Background: an optimization exercise with open tools, aiming at small area, a short achievable clock period and few clock cycles per item. Do not read the settings as production practice. Function was checked by simulation only, so behaviour that the tests miss may differ from the original.

==> inputs of try-indigo <==
// accel_tilt_angle_detector
module accel_tilt_angle_detector (
    input  logic        i_clk,
    input  logic        i_rst_n,
    input  logic        i_s_axis_tvalid,
    output logic        o_s_axis_tready,
    input  logic [31:0] i_s_axis_tdata,
    output logic        o_m_axis_tvalid,
    input  logic        i_m_axis_tready,
    output logic [23:0] o_m_axis_tdata,
    input  logic        i_cfg_we,
    input  logic [1:0]  i_cfg_addr,
    input  logic [9:0]  i_cfg_wdata
);
==> flow/config.mk <==
export PLATFORM = sky130hd
export DESIGN_NAME = accel_tilt_angle_detector
export DESIGN_NICKNAME = accel_tilt_angle_detector
export VERILOG_FILES = /design/flow/design.v
export SDC_FILE = /design/flow/constraint.sdc
export NUM_CORES = 4
export LEC_CHECK = 0
export CAP_MARGIN = 20
export CORE_MARGIN = 2
export CORE_UTILIZATION = 40
export SLEW_MARGIN = 20
==> flow/constraint.sdc <==
create_clock -name core_clock -period 10.0 [get_ports {i_clk}]
set_input_delay 2.0000 -clock core_clock [delete_from_list [all_inputs] [get_ports {i_clk}]]
set_output_delay 2.0000 -clock core_clock [all_outputs]
set_load 0.01 [all_outputs]
run.sh (not shown) runs the stock make flow with config.mk's settings and CLKGATE_MAP_FILE= SYNTH_SCRIPT=/design/flow/synth_recipe.tcl, a recipe that flattens the netlist after the stock synthesis.
==> inputs of try-harbor, as changes to try-indigo <==
- ABC_AREA: not set -> 1
==> comparison <==
- Against try-harbor, the final cell count of try-indigo is smaller by 13%.
- In try-harbor the non-clock buffer count is lower than in try-indigo, by 10.
- Between try-indigo and try-harbor, the lower register-to-register slack is in try-indigo (gap 0.64 ns).
- Against try-harbor, the area after synthesis of try-indigo is smaller by about 3%.
- Against try-indigo, the setup slack of try-harbor is better by 0.64 ns.
==> figures <==
Status: try-harbor complete, no violations; try-indigo complete, no violations
Slew headroom: try-harbor 0.314; try-indigo 0.321
Synthesized area per cell: try-harbor 8.92 µm²; try-indigo 10.4 µm²
Footprint of the multi-input gates: try-harbor 0.0965 mm²; try-indigo 0.0952 mm²
Highest signal layer in the routed design: try-harbor met4; try-indigo met5
Met1 Wirelength: try-harbor 193000 µm; try-indigo 168000 µm
Critical register-to-register path endpoint: try-harbor r3_rpa[11]$_DFF_P_; try-indigo r_mem[11][16]$_DFFE_PP_
Number of detailed-routing iterations run before antenna repair: try-harbor 6; try-indigo 7
Fraction of layout instances using a drive strength above 1: try-harbor 0.0421; try-indigo 0.0666
Top achievable clock speed: try-harbor 221 MHz; try-indigo 194 MHz
Final cell area excluding filler cells: try-harbor 0.207 mm²; try-indigo 0.201 mm²
Data buffer area share: try-harbor 0.00715; try-indigo 0.00734
Testbench counts of try-indigo, summed over its fixed seeds: cycles 3,496, items 3,200.
Testbench counts of try-harbor, summed over its fixed seeds: cycles 3,496, items 3,200.

---

==> inputs of trial 88 <==
Another version of the RTL of accel_tilt_angle_detector (not shown whole).
Settings: LEC_CHECK=0, ABC_AREA=1, CAP_MARGIN=20, CORE_MARGIN=2, CORE_UTILIZATION=40, CTS_CLUSTER_DIAMETER=100, CTS_CLUSTER_SIZE=25, SLEW_MARGIN=70; clock period 10.0 ns.
==> trial 92 (differences from trial 88) <==
- CORE_UTILIZATION: 40 -> 55
- PLACE_DENSITY: not set -> 0.68
==> trial 59 (differences from trial 88) <==
- SLEW_MARGIN: 70 -> 85
==> qor summary <==
| metric | trial 88 | trial 59 | trial 92 |
|---|---|---|---|
| Weighted congestion at the end of routability-driven global placement | 0.910 | 0.910 | 0.907 |
| Area of the multi-input gates | 84500 um^2 | 95500 um^2 | 84500 um^2 |
| Antenna diode instance count | 6 | 6 | 5 |
| Placed wire-length estimate after detailed placement | 281 mm | 294 mm | 272 mm |
| Highest clock frequency the design can meet | 253 MHz | 106 MHz | 259 MHz |
| Fraction of layout instances using a drive strength above 1 | 3.89% | 16.1% | 3.57% |
| Die Footprint | 437000 um^2 | 437000 um^2 | 318000 um^2 |
| Run status | complete, no violations | complete, no violations | complete, no violations |
| Number of clock buffer instances in the layout | 235 | 251 | 225 |
| Reg2Reg Depth | 16 | 23 | 13 |
| Row Count | 241 | 241 | 205 |
Testbench counts of trial 88, summed over its fixed seeds: cycles 3,496, items 3,200.
Testbench counts of trial 92, summed over its fixed seeds: cycles 3,496, items 3,200.
Testbench counts of trial 59, summed over its fixed seeds: cycles 3,496, items 3,200.

---

==> branch xenon: inputs <==
Starting RTL as in the previous note.
Settings: LEC_CHECK=0, ABC_AREA=1, CAP_MARGIN=20, CORE_MARGIN=2, CORE_UTILIZATION=55, CTS_CLUSTER_DIAMETER=100, CTS_CLUSTER_SIZE=25, PLACE_DENSITY=0.68, SLEW_MARGIN=20; clock period 10.0 ns.
==> branch yarrow (differences from branch xenon) <==
--- a/flow/config.mk
+++ b/flow/config.mk
@@ -8,8 +8,7 @@
 export ABC_AREA = 1
 export CAP_MARGIN = 20
 export CORE_MARGIN = 2
-export CORE_UTILIZATION = 55
+export CORE_UTILIZATION = 40
 export CTS_CLUSTER_DIAMETER = 100
 export CTS_CLUSTER_SIZE = 25
-export PLACE_DENSITY = 0.68
 export SLEW_MARGIN = 20
==> notes.md <==
metric                                     branch yarrow  branch xenon
Run status              no timing/DRC/antenna violations  no timing/DRC/antenna violations
Clock Buffer Count                                   221           219
Area occupied by multi-input gates            0.0838 mm²    0.0837 mm²
Start point of the worst hold path             r25_zp[7]   r18_nump[5]
Peak clock frequency supported by timing       0.232 GHz     0.237 GHz
Critical path capture point                   r24_zr[11]    r24_zp[12]
Die ar.                                        0.437 mm²     0.318 mm²
DRT Wirelength                                 371000 µm     360000 µm
Initial DRC count                                   6947          6676
Gr usage total                                     0.166         0.223
Met2 global-route usage                            0.283         0.383
Number of global-route vias before repair           113k          112k
Testbench counts of branch xenon, summed over its fixed seeds: cycles 3,496, items 3,200.
Testbench counts of branch yarrow, summed over its fixed seeds: cycles 3,496, items 3,200.

-- static timing again, ports no longer ideal --
The flow's constraints put no driver on any port. The routed layouts listed below were extracted and timed again, unchanged, in two steps. Step 1 sets driving cells, clkbuf_16 on the clock port and buf_2 on the other inputs (assumed; they add their load-dependent delay and slew). Step 2 moves the port delays by t, midway between the first and last clock arrival at a register: inputs arrive t later, outputs are due t later. That takes back most of the time a late clock gives input paths. a / b / c = no drivers / after step 1 / after step 2; a / b = the first two.
run	t (ns)	slack for setup (ns)	clock arrival spread, ns	slew at the worst register clock pin (ns)	cell pins on the clock port's net
try-indigo	1.042	4.845 / 4.845 / 4.845	0.114 / 0.113	0.07 / 0.07	1
try-harbor	1.077	5.481 / 5.481 / 5.323	0.093 / 0.094	0.07 / 0.07	1
trial 88	1.006	6.040 / 5.936 / 5.383	0.070 / 0.070	0.10 / 0.10	1
trial 92	0.982	6.134 / 6.035 / 5.487	0.084 / 0.084	0.11 / 0.11	1
trial 59	1.034	0.575 / 0.575 / 0.575	0.085 / 0.085	0.10 / 0.10	1
branch xenon	0.972	5.774 / 5.774 / 5.061	0.096 / 0.096	0.11 / 0.11	1
branch yarrow	1.017	5.698 / 5.698 / 5.111	0.081 / 0.082	0.10 / 0.10	1
After both steps every run listed still meets setup and hold. For branch xenon, which loses most, drivers alone change the setup slack by 0.000 ns; drivers and shift together by -0.713 ns.
